What follows belongs to an exercise in optimizing a design on an open flow for small area and a short achievable clock period; a production flow would make more cautious choices.
RTL that was checked went through simulation tests only; none was proved equivalent to the original.

## dma_desc_sched
module dma_desc_sched #(
    parameter int NUM_CH = 4,
    parameter int DESC_DEPTH = 4,
    parameter int ALIGN_CHECK = 1,
    localparam int CW = (NUM_CH > 1) ? $clog2(NUM_CH) : 1,
    localparam int PW = $clog2(DESC_DEPTH),
    localparam int DW = 96,
    localparam int EW = 35,
    localparam int OffsetWidth = 2
) (
    input  logic                 clk,
    input  logic                 rst,
    input  logic [NUM_CH-1:0]    push_valid_i,
    input  logic [NUM_CH*DW-1:0] push_desc_i,
    output logic [NUM_CH-1:0]    push_ready_o,
    output logic                 eng_valid_o,
    input  logic                 eng_ready_i,
    output logic [DW-1:0]        eng_desc_o,
    output logic [CW-1:0]        eng_ch_o,
    input  logic                 eng_done_i,
    input  logic [EW-1:0]        eng_err_i,
    input  logic [NUM_CH-1:0]    clr_i,
    output logic [NUM_CH-1:0]    ch_active_o,
    output logic [NUM_CH-1:0]    ch_done_o,
    output logic [NUM_CH-1:0]    ch_err_o,
    output logic [EW-1:0]        err_info_o,
    output logic                 irq_o
);
==> flow/config.mk <==
export PLATFORM = sky130hd
export DESIGN_NAME = dma_desc_sched
export DESIGN_NICKNAME = dma_desc_sched
export VERILOG_FILES = /design/flow/design.v
export SDC_FILE = /design/flow/constraint.sdc
export NUM_CORES = 4
export LEC_CHECK = 0
export CAP_MARGIN = 40
export CORE_MARGIN = 2
export CORE_UTILIZATION = 55
export SETUP_SLACK_MARGIN = 4.0
export SLEW_MARGIN = 60
export TNS_END_PERCENT = 10
==> flow/constraint.sdc <==
create_clock -name core_clock -period 6.5 [get_ports {clk}]
set_input_delay 1.3000 -clock core_clock [delete_from_list [all_inputs] [get_ports {clk}]]
set_output_delay 1.3000 -clock core_clock [all_outputs]
set_load 0.01 [all_outputs]
standard.sh (not shown) runs the stock make flow with config.mk's settings and CLKGATE_MAP_FILE= SYNTH_SCRIPT=/design/flow/synth_recipe.tcl, a recipe that flattens the netlist after the stock synthesis.
==> flow/flow/run.sh <==
#!/bin/bash
# Standard ORFS layout with plain buffers on the ports and a CTS with larger sink clusters
# and no dummy loads.
set -euo pipefail
export BUFFER_PORTS_ARGS="-buffer_cell sky130_fd_sc_hd__buf_1"
export CTS_ARGS="-sink_clustering_enable -repair_clock_nets -dont_use_dummy_load -sink_clustering_size 24 -sink_clustering_max_diameter 100"
bash standard.sh > standard.log 2>&1
==> next run, changes <==
--- a/flow/design.v
+++ b/flow/design.v
@@ -57,60 +57,58 @@
         end
     end
     always_ff @(posedge clk) begin
         for (int c = 0; c < 4; c++)
             for (int i = 0; i < 4; i++)
                 r_mem[c*4 + i] <= (w_enc[c] & {SW{r_wen[c][i]}}) | (r_mem[c*4 + i] & {SW{r_wen_n[c][i]}});
     end
-    logic [SW-1:0]     w_head [4];
+    logic [3:0]        w_head [4];    
     logic [3:0]        w_hzero, w_hbad;
     always_comb begin
         for (int c = 0; c < 4; c++) begin
             w_head[c] = '0;
             for (int i = 0; i < 4; i++)
-                w_head[c] = w_head[c] | (r_mem[c*4 + i] & {SW{r_rp[c][i]}});
+                w_head[c] = w_head[c] | (r_mem[c*4 + i][3:0] & {4{r_rp[c][i]}});
             w_hzero[c] = w_head[c][0];
             w_hbad[c] = w_head[c][2:1] != 2'b00;
         end
     end
     function automatic logic [3:0] rr_pick(input logic [3:0] ne, input logic [3:0] ptr);
         for (int c = 0; c < 4; c++)
             rr_pick[c] = ne[c] && (ptr[c] ||
                          (ptr[(c+3)%4] && !ne[(c+3)%4]) ||
                          (ptr[(c+2)%4] && !ne[(c+2)%4] && !ne[(c+3)%4]) ||
                          (ptr[(c+1)%4] && !ne[(c+1)%4] && !ne[(c+2)%4] && !ne[(c+3)%4]));
     endfunction
     logic [3:0] w_gsel;
     assign w_gsel = r_gsel;
-    logic [3:0] w_ldc, w_errc, w_errc_s, w_errc_d, w_zc, w_pop;
+    logic [3:0] w_ldc, w_errc, w_zc, w_pop;
     logic       w_ld, w_perr, w_pick;
     always_comb begin
         for (int c = 0; c < 4; c++) begin
             w_pop[c] = r_idle && w_gsel[c];
             w_ldc[c] = w_pop[c] && !w_hzero[c] && !w_hbad[c];
             w_errc[c] = w_pop[c] && !w_hzero[c] && w_hbad[c];
-            w_errc_s[c] = w_errc[c] && w_head[c][3];
-            w_errc_d[c] = w_errc[c] && !w_head[c][3];
             w_zc[c] = w_pop[c] && w_hzero[c];
         end
         w_ld = |w_ldc;
         w_perr = |w_errc;
         w_pick = r_idle && (|r_gsel);
     end
+    logic [SW-1:0] w_pe;
+    always_comb begin
+        w_pe = '0;
+        for (int c = 0; c < 4; c++)
+            for (int i = 0; i < 4; i++)
+                w_pe = w_pe | (r_mem[c*4 + i] & {SW{r_gsel[c] && r_rp[c][i]}});
+    end
     logic [LW-1:0] w_desc_nx;
     logic [31:0]   w_paddr;
-    always_comb begin
-        w_desc_nx = r_desc & {LW{!w_ld}};
-        w_paddr = '0;
-        for (int c = 0; c < 4; c++) begin
-            w_desc_nx = w_desc_nx | (w_head[c][94:3] & {LW{w_ldc[c]}});
-            w_paddr = w_paddr | ({w_head[c][94:65], w_head[c][2:1]} & {32{w_errc_s[c]}})
-                              | ({w_head[c][64:35], w_head[c][2:1]} & {32{w_errc_d[c]}});
-        end
-    end
+    assign w_desc_nx = w_ld ? w_pe[94:3] : r_desc;
+    assign w_paddr = {w_pe[3] ? w_pe[94:65] : w_pe[64:35], w_pe[2:1]};
     logic       w_e, w_d;
     logic [3:0] w_wc;                      
     assign w_e = eng_err_i[34];
     assign w_d = eng_done_i;
     assign w_wc = r_ch1h & {4{r_wait}};
     logic [3:0] w_cnt_nx [4];
     logic [3:0] w_rp_nx [4];
The new run produced a clean layout.
Clock-buffer cell count stays the same.
Routed wire length goes up by 7.9%.
Clock skew goes down by 0.015 ns.
Die area goes down by 1.4%.
Non-clock buffer count goes down by 84.
The RTL of the first run of this note was laid out without a check of its function.

## static timing again, ports no longer ideal
The results above use ideal ports. As a check the final layouts listed here were re-extracted and re-timed, cells and wires unchanged.
Step 1 assumes that a clkbuf_16 drives the clock port and a buf_2 every other input.
Step 2 times the ports against the registers' clock, not the clock port: input delays grow and output delays shrink by t, the midpoint of the rising clock arrivals with the driver on.
Three values: ideal, step 1, step 2; two values: the first two.
run | t, ns | setup WS [ns] | worst hold slack (ns) | worst setup path at the end
the first run | 0.784 | 3.866 / 3.805 / 3.170 | 0.478 / 0.478 / 0.478 | input to register
the second run | 0.793 | 3.866 / 3.816 / 3.218 | 0.464 / 0.464 / 0.464 | input to register
After both steps every run listed still meets setup and hold. For the first run, which loses most, drivers alone change the setup slack by -0.061 ns; drivers and shift together by -0.696 ns.
